Context: an optimization exercise on an open-source flow, tuned for small area and few clock cycles. The choices shown serve that exercise and are no tape-out recipe. The RTL was checked by simulation tests, not by an equivalence proof against the original design. Power and IR drop assume default switching activity.

// led_pattern_sequencer
module led_pattern_sequencer
(
    input  logic        i_clk,
    input  logic        i_rst_n,
    input  logic        i_cfg_we,
    input  logic [2:0]  i_cfg_idx,
    input  logic [31:0] i_cfg_data,
    input  logic        i_in_valid,
    output logic        o_in_stall,
    input  logic [1:0]  i_kind,
    input  logic [31:0] i_now_ms,
    input  logic [3:0]  i_pattern_id,
    output logic        o_out_valid,
    input  logic        i_out_stall,
    output logic [3:0]  o_pixel_index,
    output logic [7:0]  o_red,
    output logic [7:0]  o_green,
    output logic [7:0]  o_blue,
    output logic [7:0]  o_brightness,
    output logic [3:0]  o_pattern_shown,
    output logic        o_last
);
Size in the first run: about 2,500 cells after synthesis, ~290 flip-flops, ~120 I/O pins.
export LEC_CHECK = 0
export CAP_MARGIN = 20
export CORE_MARGIN = 2
export CORE_UTILIZATION = 70
export CTS_BUF_LIST = sky130_fd_sc_hd__clkbuf_16
export CTS_CLUSTER_DIAMETER = 80
export CTS_CLUSTER_SIZE = 20
export GPL_TIMING_DRIVEN = 0
export SLEW_MARGIN = 20
create_clock -name core_clock -period 10.0 [get_ports {i_clk}]
standard.sh (not shown) runs the stock make flow with config.mk's settings and CLKGATE_MAP_FILE= SYNTH_SCRIPT=/design/flow/synth_recipe.tcl, a recipe that flattens the netlist after the stock synthesis.
==> flow/flow/run.sh <==
#!/bin/bash
# Own layout flow: the standard flow (standard.sh) with two changes:
#  - synthesis maps the logic with an area-oriented ABC script (flow/abc_speed.script),
#    everything else in synthesis unchanged (same registers, same names);
#  - port buffers use sky130_fd_sc_hd__buf_1 instead of the default buffer cell.
# Every tool writes its full log under orfs/logs/ (ORFS); make's output goes to make_flow.log.
set -euo pipefail
here="$PWD"
rm -rf "$here/scripts_own"
cp -r "$FLOW_HOME/scripts" "$here/scripts_own"
cp "$here/flow/abc_speed.script" "$here/scripts_own/abc_speed.script"
export BUFFER_PORTS_ARGS="-buffer_cell sky130_fd_sc_hd__buf_1"
bash standard.sh "SCRIPTS_DIR=$here/scripts_own" "BUFFER_PORTS_ARGS=$BUFFER_PORTS_ARGS" finish > "$here/make_flow.log" 2>&1
==> flow/flow/abc_speed.script <==
&get -n
&fraig -x
&st
&syn2
&dch -f
&nf -a
&st
&syn2
&dch -f
&nf -a
&st
&syn2
&dch -f
&nf -a
&put
Testbench counts at the start, summed over its fixed seeds: cycles 34,724.
Edit:
==> flow/run.sh (new file) <==
#!/bin/bash
# synth_recipe.tcl (not shown) runs the flow's synth.tcl, then flattens the netlist and writes it again
# the make line also repeats each setting of config.mk as NAME=value (left out here)
make -C /OpenROAD-flow-scripts/flow DESIGN_CONFIG=/design/flow/config.mk WORK_HOME=/design/flow/orfs CLKGATE_MAP_FILE= SYNTH_SCRIPT=/design/flow/synth_recipe.tcl finish
--- a/flow/config.mk
+++ b/flow/config.mk
@@ -9,3 +9,3 @@
 export CORE_MARGIN = 2
-export CORE_UTILIZATION = 70
+export CORE_UTILIZATION = 55
 export CTS_BUF_LIST = sky130_fd_sc_hd__clkbuf_16
removed: flow/flow/run.sh
removed: flow/flow/abc_speed.script
removed: flow/standard.sh
=>
- utilization goes down by 15 points
- clock-buffer cell count goes up by 6
- first-iteration DRC count barely changes
- die area rose by well over a third
Edit:
==> flow/flow/run.sh (new file) <==
#!/bin/bash
# Own layout flow: the standard flow (standard.sh) with two changes:
#  - synthesis maps the logic with an area-oriented ABC script (flow/abc_speed.script),
#    everything else in synthesis unchanged (same registers, same names);
#  - port buffers use sky130_fd_sc_hd__buf_1 instead of the default buffer cell.
# Every tool writes its full log under orfs/logs/ (ORFS); make's output goes to make_flow.log.
set -euo pipefail
here="$PWD"
rm -rf "$here/scripts_own"
cp -r "$FLOW_HOME/scripts" "$here/scripts_own"
cp "$here/flow/abc_speed.script" "$here/scripts_own/abc_speed.script"
export BUFFER_PORTS_ARGS="-buffer_cell sky130_fd_sc_hd__buf_1"
bash standard.sh "SCRIPTS_DIR=$here/scripts_own" "BUFFER_PORTS_ARGS=$BUFFER_PORTS_ARGS" finish > "$here/make_flow.log" 2>&1
==> flow/flow/abc_speed.script (new file) <==
&get -n
&st
&syn2
&dch -f
&nf -a
&st
&syn2
&dch -f
&nf -a
&st
&syn2
&dch -f
&nf -a
&put
==> flow/standard.sh (new file) <==
#!/bin/bash
# synth_recipe.tcl (not shown) runs the flow's synth.tcl, then flattens the netlist and writes it again
# the make line also repeats each setting of config.mk as NAME=value (left out here)
make -C /OpenROAD-flow-scripts/flow DESIGN_CONFIG=/design/flow/config.mk WORK_HOME=/design/flow/orfs CLKGATE_MAP_FILE= SYNTH_SCRIPT=/design/flow/synth_recipe.tcl "${@:-finish}"
--- a/flow/config.mk
+++ b/flow/config.mk
@@ -9,6 +9,6 @@
 export CORE_MARGIN = 2
-export CORE_UTILIZATION = 55
-export CTS_BUF_LIST = sky130_fd_sc_hd__clkbuf_16
-export CTS_CLUSTER_DIAMETER = 80
-export CTS_CLUSTER_SIZE = 20
+export CORE_UTILIZATION = 60
+export CTS_BUF_LIST = sky130_fd_sc_hd__clkbuf_8
+export CTS_CLUSTER_DIAMETER = 50
+export CTS_CLUSTER_SIZE = 12
 export GPL_TIMING_DRIVEN = 0
removed: flow/run.sh
The changed run finished clean.
Total power barely changes.
Non-clock buffer count fell by 135.
Wire length went down by about 18%.
Clock power stays flat.
Synthesized cell count falls by 7.3%.
Worst setup slack improves by 300 ps.
Die area shrinks by 17%.
Utilization went up by 5.6 points.
Combinational power is about the same.
Edit:
--- a/flow/config.mk
+++ b/flow/config.mk
@@ -9,6 +9,6 @@
 export CORE_MARGIN = 2
-export CORE_UTILIZATION = 60
-export CTS_BUF_LIST = sky130_fd_sc_hd__clkbuf_8
-export CTS_CLUSTER_DIAMETER = 50
-export CTS_CLUSTER_SIZE = 12
+export CORE_UTILIZATION = 55
+export CTS_BUF_LIST = sky130_fd_sc_hd__clkbuf_16
+export CTS_CLUSTER_DIAMETER = 80
+export CTS_CLUSTER_SIZE = 20
 export GPL_TIMING_DRIVEN = 0
Outcome:
- cell area fell by 0.37%
- fmax fell by about 4%
- count of clock-buffer cells in the layout fell by 24

==> static timing again, ports no longer ideal <==
The flow's constraints put no driver on any port. The routed layouts listed below were extracted and timed again, unchanged, in two steps. Step 1: set_driving_cell puts a clkbuf_16 on i_clk and a buf_2 on each other input, an assumption about the parent block. Step 2 also shifts input and output timing later by t, the mid clock arrival at the registers, as if the neighbouring blocks saw the same clock. Slacks: no drivers / after step 1 / after step 2; pairs: no drivers / after step 1.
| run | t, ns | setup WS [ns] | latest minus earliest clock arrival (ns) |
|---|---|---|---|
| the first run | 0.579 | 0.598 / 0.540 / 0.828 | 0.039 / 0.039 |
| the second run | 0.635 | 0.620 / 0.559 / 0.923 | 0.018 / 0.019 |
| the third run | 0.676 | 0.920 / 0.865 / 0.940 | 0.027 / 0.026 |
| the fourth run | 0.611 | 0.543 / 0.487 / 0.938 | 0.031 / 0.031 |
After both steps every run listed still meets setup and hold.
